What follows belongs to an exercise in optimizing a design on an open flow for small area; a production flow would make more cautious choices.
The RTL was checked by simulation tests, not by an equivalence proof against the original design.

Setup of run 1:
==> flow/design.v (excerpt) <==
module ballDisplay
(
    input  logic        clk,
    input  logic        reset,
    input  logic        run,
    input  logic [9:0]  ballSize,
    output logic [23:0] rgb,
    output logic [9:0]  pixelX,
    output logic [9:0]  pixelY,
    output logic        displayOn,
    output logic        hSyncN,
    output logic        vSyncN
);
Size in the first run: about 60 I/O pins, ~8300 um2 of cells after synthesis.
Settings: LEC_CHECK=0, ABC_AREA=1, CAP_MARGIN=20, CORE_MARGIN=2, CORE_UTILIZATION=40, SLEW_MARGIN=20; clock period 12.0 ns.
standard.sh (not shown) runs the stock make flow with config.mk's settings and CLKGATE_MAP_FILE= SYNTH_SCRIPT=/design/flow/synth_recipe.tcl, a recipe that flattens the netlist after the stock synthesis.
==> flow/flow/run.sh <==
#!/bin/bash
# The standard layout (the standard.sh: standard synthesis, floorplan, placement, CTS,
# routing, finish) with two ORFS settings changed:
# * the buffer that placement puts on every input and output port is the smallest buffer,
#   sky130_fd_sc_hd__buf_1, instead of the one buffer_ports picks itself (every port still gets
#   its own buffer);
# * clock tree synthesis builds the tree from clkbuf_4 and clkbuf_8 only (not clkbuf_16) and
#   adds no dummy load cells.
set -euo pipefail
export BUFFER_PORTS_ARGS="-buffer_cell sky130_fd_sc_hd__buf_1"
export CTS_ARGS="-sink_clustering_enable -repair_clock_nets -buf_list \"sky130_fd_sc_hd__clkbuf_4 sky130_fd_sc_hd__clkbuf_8\" -dont_use_dummy_load"
export POST_FLOORPLAN_TCL="$PWD/flow/downsize.tcl"
bash standard.sh finish > standard_flow.log 2>&1
==> flow/flow/downsize.tcl <==
# Run after floorplan (POST_FLOORPLAN_TCL): give every logic cell the smallest drive strength of its
# own cell family (same function, e.g. nand2_4 -> nand2_1), undoing the sizing synthesis did without
# placement. Placement's repair_design and the later timing repairs size cells up again where slew,
# capacitance or timing need it. Flip-flops, clock cells, adders, tie and tap cells are left alone.
set count 0
set saved 0.0
foreach inst [get_cells *] {
  set ref [get_property $inst ref_name]
  if {![regexp {^(sky130_fd_sc_hd__([a-z0-9]+))_([0-9]+)$} $ref -> base family size]} { continue }
  if {[regexp {^(df|dl|sdf|edf|sedf|clk|tap|conb|fill|decap|diode|ha|fa|lpflow|probe|bufbuf|bufinv|ebuf|einv)} $family]} { continue }
  set area [get_property [get_lib_cells $ref] area]
  set best ""
  set best_area $area
  foreach lc [get_lib_cells ${base}_*] {
    set name [get_property $lc name]
    if {![regexp "^${base}_\[0-9\]+\$" $name]} { continue }
    if {[get_property $lc dont_use]} { continue }
    set a [get_property $lc area]
    if {$a < $best_area} { set best $name; set best_area $a }
  }
  if {$best ne ""} {
    replace_cell $inst $best
    incr count
    set saved [expr {$saved + $area - $best_area}]
  }
}
puts "downsize: $count cells made smaller, [format %.1f $saved] um2 less"
> inputs changed (run 1 -> run 2)
diff --git a/flow/flow/run.sh b/flow/flow/run.sh
--- a/flow/flow/run.sh
+++ b/flow/flow/run.sh
@@ -3 +3 @@
-# routing, finish) with two ORFS settings changed:
+# routing, finish) with three ORFS settings changed:
@@ -8 +8,3 @@
-#   adds no dummy load cells.
+#   adds no dummy load cells;
+# * after floorplan, flow/downsize.tcl (POST_FLOORPLAN_TCL) sets every logic cell to the
+#   smallest drive strength of its cell family; the flow's later repairs size up where needed.
@@ -12 +14 @@
-export POST_FLOORPLAN_TCL="$PWD/flow/downsize.tcl"
+export POST_FLOORPLAN_TCL="$PWD/flow/restructure.tcl"
==> flow/flow/filter_lib.py (new file) <==
"""Copy a liberty file without the cells named on the command line (the platform's don't-use
cells), so that restructure's ABC mapping cannot pick them.
usage: filter_lib.py IN OUT CELL..."""
import re
import sys

src, dst, drop = sys.argv[1], sys.argv[2], set(sys.argv[3:])
text = open(src).read()
out = []
pos = 0
for m in re.finditer(r'\n[ \t]*cell\s*\(\s*"?([\w]+)"?\s*\)\s*\{', text):
    if m.start() < pos or m.group(1) not in drop:
        continue
    depth = 0
    i = m.end() - 1
    while True:
        c = text[i]
        if c == '{':
            depth += 1
        elif c == '}':
            depth -= 1
            if depth == 0:
                break
        i += 1
    out.append(text[pos:m.start()])
    pos = i + 1
out.append(text[pos:])
open(dst, 'w').write(''.join(out))
==> flow/flow/restructure.tcl (new file) <==
# Run after floorplan (POST_FLOORPLAN_TCL): re-map the logic for area with OpenROAD's restructure
# (ABC, registers untouched) on a copy of the library without the platform's don't-use cells, then
# give every logic cell the smallest drive strength of its family (downsize.tcl).
set here [file dirname [file normalize [info script]]]
set work [file dirname $here]
file mkdir $work/rmp_work
set lib $work/rmp_work/restructure.lib
exec python3 $here/filter_lib.py [lindex $::env(LIB_FILES) 0] $lib {*}$::env(DONT_USE_CELLS)
set before [rsz::design_area]
restructure -liberty_file $lib -target area -tielo_port sky130_fd_sc_hd__conb_1/LO \
  -tiehi_port sky130_fd_sc_hd__conb_1/HI -work_dir $work/rmp_work -abc_logfile $work/rmp_abc.log
puts "restructure: design area [format %.1f [expr {$before * 1e12}]] -> [format %.1f [expr {[rsz::design_area] * 1e12}]] um2"
source $here/downsize.tcl
==> comparison <==
Sort run 2 and run 1 by total via count in the routed design asc -> top: run 1
The overall track demand over capacity in global routing of run 2 is higher than that of run 1.
On worst slack on hold paths, run 2 and run 1 are basically level.
Run 2: flow completed, timing, DRC and antenna clean
Taking run 1 as the reference point, the detailed-route wire length of run 2 rises by about 7%.
--- input diff run 2..run 3 ---
- CORE_UTILIZATION changed from 40 to 70
diff --git a/flow/flow/run.sh b/flow/flow/run.sh
--- a/flow/flow/run.sh
+++ b/flow/flow/run.sh
@@ -9,2 +9,5 @@
-# * after floorplan, flow/downsize.tcl (POST_FLOORPLAN_TCL) sets every logic cell to the
-#   smallest drive strength of its cell family; the flow's later repairs size up where needed.
+# * after floorplan, flow/restructure.tcl (POST_FLOORPLAN_TCL) re-maps the logic for area with
+#   OpenROAD's restructure (ABC; registers untouched), on a copy of the library without the
+#   platform's don't-use cells (flow/filter_lib.py), and then flow/downsize.tcl sets every logic
+#   cell to the smallest drive strength of its cell family; the flow's later repairs size up where
+#   needed.
@@ -14 +17,2 @@
-export POST_FLOORPLAN_TCL="$PWD/flow/restructure.tcl"
+export PRE_FLOORPLAN_TCL="$PWD/flow/restructure.tcl"
+export POST_FLOORPLAN_TCL="$PWD/flow/downsize.tcl"
==> flow/flow/restructure.tcl <==
# Run before floorplan (PRE_FLOORPLAN_TCL, right after the synthesized netlist is loaded): re-map the
# logic for area with OpenROAD's restructure (ABC; registers untouched), twice, on a copy of the
# library without the platform's don't-use cells.
set here [file dirname [file normalize [info script]]]
set work [file dirname $here]
file mkdir $work/rmp_work
set lib $work/rmp_work/restructure.lib
exec python3 $here/filter_lib.py [lindex $::env(LIB_FILES) 0] $lib {*}$::env(DONT_USE_CELLS)
set before [rsz::design_area]
foreach pass {1 2} {
  restructure -liberty_file $lib -target area -tielo_port sky130_fd_sc_hd__conb_1/LO \
    -tiehi_port sky130_fd_sc_hd__conb_1/HI -work_dir $work/rmp_work -abc_logfile $work/rmp_abc$pass.log
  puts "restructure pass $pass: design area [format %.1f [expr {$before * 1e12}]] -> [format %.1f [expr {[rsz::design_area] * 1e12}]] um2"
}
- Run 3: EST-0104 in 2_1_floorplan -> run aborted
- Relative to run 2, the count of mapped cells out of synthesis measured on run 3 has decreased by a few percent.
- Row effective utilization at floorplan: run 3 higher / run 2 lower
- Going from run 2 to run 3, synthesized area has decreased, die extent in x now smaller.
For run 4, these inputs were changed with respect to run 3:
- swapping 70 for 40 in CORE_UTILIZATION
diff --git a/flow/flow/run.sh b/flow/flow/run.sh
--- a/flow/flow/run.sh
+++ b/flow/flow/run.sh
@@ -16,3 +16,2 @@
-export CTS_ARGS="-sink_clustering_enable -repair_clock_nets -buf_list \"sky130_fd_sc_hd__clkbuf_4 sky130_fd_sc_hd__clkbuf_8\" -dont_use_dummy_load"
-export PRE_FLOORPLAN_TCL="$PWD/flow/restructure.tcl"
-export POST_FLOORPLAN_TCL="$PWD/flow/downsize.tcl"
+export CTS_ARGS="-sink_clustering_enable -repair_clock_nets -root_buf sky130_fd_sc_hd__clkbuf_8 -buf_list sky130_fd_sc_hd__clkbuf_8 -sink_clustering_size 30 -sink_clustering_max_diameter 200 -sink_clustering_levels 1 -dont_use_dummy_load"
+export POST_FLOORPLAN_TCL="$PWD/flow/restructure.tcl"
==> flow/flow/restructure.tcl <==
# Run after floorplan (POST_FLOORPLAN_TCL): re-map the logic for area with OpenROAD's restructure
# (ABC, registers untouched) on a copy of the library without the platform's don't-use cells, then
# give every logic cell the smallest drive strength of its family (downsize.tcl).
set here [file dirname [file normalize [info script]]]
set work [file dirname $here]
file mkdir $work/rmp_work
set lib $work/rmp_work/restructure.lib
exec python3 $here/filter_lib.py [lindex $::env(LIB_FILES) 0] $lib {*}$::env(DONT_USE_CELLS)
set before [rsz::design_area]
restructure -liberty_file $lib -target area -tielo_port sky130_fd_sc_hd__conb_1/LO \
  -tiehi_port sky130_fd_sc_hd__conb_1/HI -work_dir $work/rmp_work -abc_logfile $work/rmp_abc.log
puts "restructure: design area [format %.1f [expr {$before * 1e12}]] -> [format %.1f [expr {[rsz::design_area] * 1e12}]] um2"
source $here/downsize.tcl
## What came out
Run 4 against run 3: die width now sits higher, cell row count now sits higher.
The initial core utilization in run 4 sits 30 points below the value recorded for run 3.
Relative to run 3, the height of the die measured on run 4 has increased by more than a quarter.
Run 4 reports a higher area after synthesis than run 3 does.
Run 4 | status: complete | timing, DRC, antenna: pass
Of run 3 and run 4, run 3 shows the lower synthesized area per cell, with run 4 above it.
Cmp run 4 vs run 3: synthesized instance count higher in run 4

[separate check: timing with driven ports]
The results above use ideal ports. As a check the final layouts listed here were re-extracted and re-timed, cells and wires unchanged.
Step 1 assumes that a clkbuf_16 drives the clock port and a buf_2 every other input.
Step 2 also shifts input and output timing later by t, the mid clock arrival at the registers, as if the neighbouring blocks saw the same clock.
Three values: ideal ports, drivers, drivers and shift; two values: the first two.
| run | t (ns) | slack for setup (ns) | worst setup path after step 2 | worst register clock-pin slew, ns |
|---|---|---|---|---|
| run 1 | 0.476 | 1.184 / 1.184 / 1.184 | register to register | 0.08 / 0.08 |
| run 2 | 0.474 | 1.460 / 1.460 / 1.460 | register to register | 0.07 / 0.07 |
| run 4 | 0.474 | 1.460 / 1.460 / 1.460 | register to register | 0.07 / 0.07 |
After both steps setup and hold are still met in every run listed.
